Source: an optimization exercise on an open RTL-to-GDS flow (aim: small area). Production flows keep margins and buffers that such runs may drop.
The RTL was checked by simulation tests, not by an equivalence proof against the original design.

== red ==
Design framestore_manager, start of the top module:
module framestore_manager (
	input  logic        internal_ZBT_clock,
	input  logic        resetn,
	input  logic        address_reset,
	input  logic [11:0] image_horizontal,
	input  logic [1:0]  picture_type,
	input  logic        yuv_write_en,
	input  logic [7:0]  yuv_write_data,
	input  logic        picture_start,
	input  logic        frame_advance,
	input  logic        audio_sync_in,
	output logic        display_select,
	output logic        display_advance,
	output logic        audio_sync_out,
	input  logic [51:0] video_stream,
	input  logic [51:0] audio_stream,
	input  logic [19:0] fs_fwd,
	input  logic [19:0] fs_bwd,
	input  logic [31:0] bank0_read_data,
	input  logic [31:0] bank1_read_data,
	output logic [51:0] bank0,
	output logic [51:0] bank1,
	output logic        video_stream_access,
	output logic        audio_stream_access,
	output logic        framestore_busy,
	output logic [31:0] video_stream_read_data,
	output logic [31:0] audio_stream_read_data,
	output logic [31:0] fs_fwd_data,
	output logic [31:0] fs_bwd_data
);
export LEC_CHECK = 0
export CAP_MARGIN = 20
export CORE_MARGIN = 2
export CORE_UTILIZATION = 25
export SLEW_MARGIN = 20
create_clock -name core_clock -period 7.0 [get_ports {internal_ZBT_clock}]
standard.sh (not shown) runs the stock make flow with config.mk's settings and CLKGATE_MAP_FILE= SYNTH_SCRIPT=/design/flow/synth_recipe.tcl, a recipe that flattens the netlist after the stock synthesis.
==> flow/flow/run.sh <==
#!/bin/bash
# Standard synthesis, then an area-oriented re-mapping of its
# combinational logic (every flip-flop, adder and tie cell of the
# standard synthesis is kept as it is, with its name, and the result is
# proven equivalent to the standard netlist, else that one is used),
# then the standard layout with the port buffers made of the smallest
# buffer and a clock tree of small buffers.
set -euo pipefail
PORTBUF="BUFFER_PORTS_ARGS=-buffer_cell sky130_fd_sc_hd__buf_1"
CTS="CTS_ARGS=-sink_clustering_enable -repair_clock_nets -dont_use_dummy_load -buf_list {sky130_fd_sc_hd__clkbuf_8} -sink_clustering_size 20"
RES=orfs/results/${FLOW_PLATFORM}/framestore_manager/base
LIB=${FLOW_HOME}/platforms/${FLOW_PLATFORM}/lib/sky130_fd_sc_hd__tt_025C_1v80.lib
YOSYS=$(command -v yosys || echo ${FLOW_HOME}/../tools/install/yosys/bin/yosys)
KEEP="sky130_fd_sc_hd__df* sky130_fd_sc_hd__edf* sky130_fd_sc_hd__sdf* sky130_fd_sc_hd__sedf* sky130_fd_sc_hd__fa_* sky130_fd_sc_hd__ha_* sky130_fd_sc_hd__conb_*"

bash standard.sh "$PORTBUF" synth > synth.log 2>&1

DONT_USE=$(sed -n '/^export DONT_USE_CELLS/,/^#/p' ${FLOW_HOME}/platforms/${FLOW_PLATFORM}/config.mk \
	| grep -o 'sky130_fd_sc_hd__[a-z0-9_]*' | sed 's/^/-dont_use /' | tr '\n' ' ')
cp $RES/1_2_yosys.v standard_synth.v
printf 'strash\ndc2\nif -K 6\nmfs2 -W 4\nstrash\ndc2\ndch\namap\n' > remap.abc
cat > remap.ys <<EOY
read_liberty -ignore_miss_func $LIB
read_verilog standard_synth.v
hierarchy -top ${FLOW_TOP}
setattr -mod -set keep_hierarchy 1 $KEEP
flatten
opt -purge
abc -liberty $LIB $DONT_USE -script remap.abc
opt_clean -purge
hilomap -singleton -hicell sky130_fd_sc_hd__conb_1 HI -locell sky130_fd_sc_hd__conb_1 LO
splitnets
opt_clean -purge
tee -o remap_stat.txt stat -liberty $LIB
select ${FLOW_TOP}
write_verilog -noattr -nohex -nodec -selected remapped.v
EOY
cat > equiv.ys <<EOY
read_liberty -ignore_miss_func $LIB
read_verilog standard_synth.v
hierarchy -top ${FLOW_TOP}
flatten
rename ${FLOW_TOP} gold
design -stash gold
read_liberty -ignore_miss_func $LIB
read_verilog remapped.v
hierarchy -top ${FLOW_TOP}
flatten
rename ${FLOW_TOP} gate
design -stash gate
design -copy-from gold gold
design -copy-from gate gate
async2sync
equiv_make gold gate equiv
hierarchy -top equiv
equiv_simple -undef
equiv_induct -undef
equiv_status -assert
EOY
if $YOSYS remap.ys > remap.log 2>&1 && $YOSYS equiv.ys > equiv.log 2>&1; then
	cp remapped.v $RES/1_2_yosys.v
else
	echo "re-mapping not used" >> remap.log
fi

bash standard.sh "$PORTBUF" "$CTS" finish > standard_flow.log 2>&1
red reached the final stage; the timing, DRC and antenna checks on its layout passed.
## Diff of input files: blue against red
- swapping 25 for 55 in CORE_UTILIZATION
- putting GPL_TIMING_DRIVEN at 0 where nothing was set
diff --git a/flow/flow/run.sh b/flow/flow/run.sh
--- a/flow/flow/run.sh
+++ b/flow/flow/run.sh
@@ -64,3 +64,8 @@
 fi
 
-bash standard.sh "$PORTBUF" "$CTS" finish > standard_flow.log 2>&1
+PINS="PLACE_PINS_ARGS=-min_distance 1 -min_distance_in_tracks"
+# Layout repairs may only use buffers up to buf_4
+PLATFORM_DONT_USE=$(sed -n '/^export DONT_USE_CELLS/,/^#/p' ${FLOW_HOME}/platforms/${FLOW_PLATFORM}/config.mk \
+	| grep -o 'sky130_fd_sc_hd__[a-z0-9_]*' | tr '\n' ' ')
+BIGBUF="DONT_USE_CELLS=$PLATFORM_DONT_USE sky130_fd_sc_hd__buf_6 sky130_fd_sc_hd__buf_8 sky130_fd_sc_hd__buf_12 sky130_fd_sc_hd__buf_16 sky130_fd_sc_hd__bufbuf_8 sky130_fd_sc_hd__bufbuf_16 sky130_fd_sc_hd__bufinv_8 sky130_fd_sc_hd__bufinv_16"
+bash standard.sh "$PORTBUF" "$CTS" "$PINS" "$BIGBUF" finish > standard_flow.log 2>&1
Results
blue gives less register-to-register slack than red did. blue ended with more maximum net fanout on the critical path than red. Global routing usage summed across all routing layers up 6.9 points in blue wrt red. Comparing blue against red, there is no change at all in number of logic stages on the critical path including buffering. Taking red as the reference, in blue finished layout cell area down about 3.3%, detailed placement HPWL fell by 15000 microns.

what the ideal ports hide:
How much do the figures lean on ideal ports? The routed layouts below were timed once more, with nothing changed but the port constraints. Step 1 (the two cells are an assumption about what drives the block):
set clk [get_ports {internal_ZBT_clock}]
set_driving_cell -lib_cell sky130_fd_sc_hd__clkbuf_16 $clk
set_driving_cell -lib_cell sky130_fd_sc_hd__buf_2 [delete_from_list [all_inputs] $clk]
Step 2 moves the port delays by t, midway between the first and last clock arrival at a register: inputs arrive t later, outputs are due t later. That takes back most of the time a late clock gives input paths. Slacks: ideal ports / drivers / drivers and shift; pairs: ideal ports / drivers.
run | t (ns) | slack for setup (ns) | worst hold slack (ns) | pins driven straight from the clock port
red | 0.404 | 0.647 / 0.656 / 0.252 | 0.466 / 0.466 / 0.466 | 1
blue | 0.378 | 0.471 / 0.480 / 0.103 | 0.470 / 0.470 / 0.470 | 1
After both steps setup and hold are still met in every run listed. For red, which loses most, drivers alone change the setup slack by +0.009 ns; drivers and shift together by -0.395 ns.
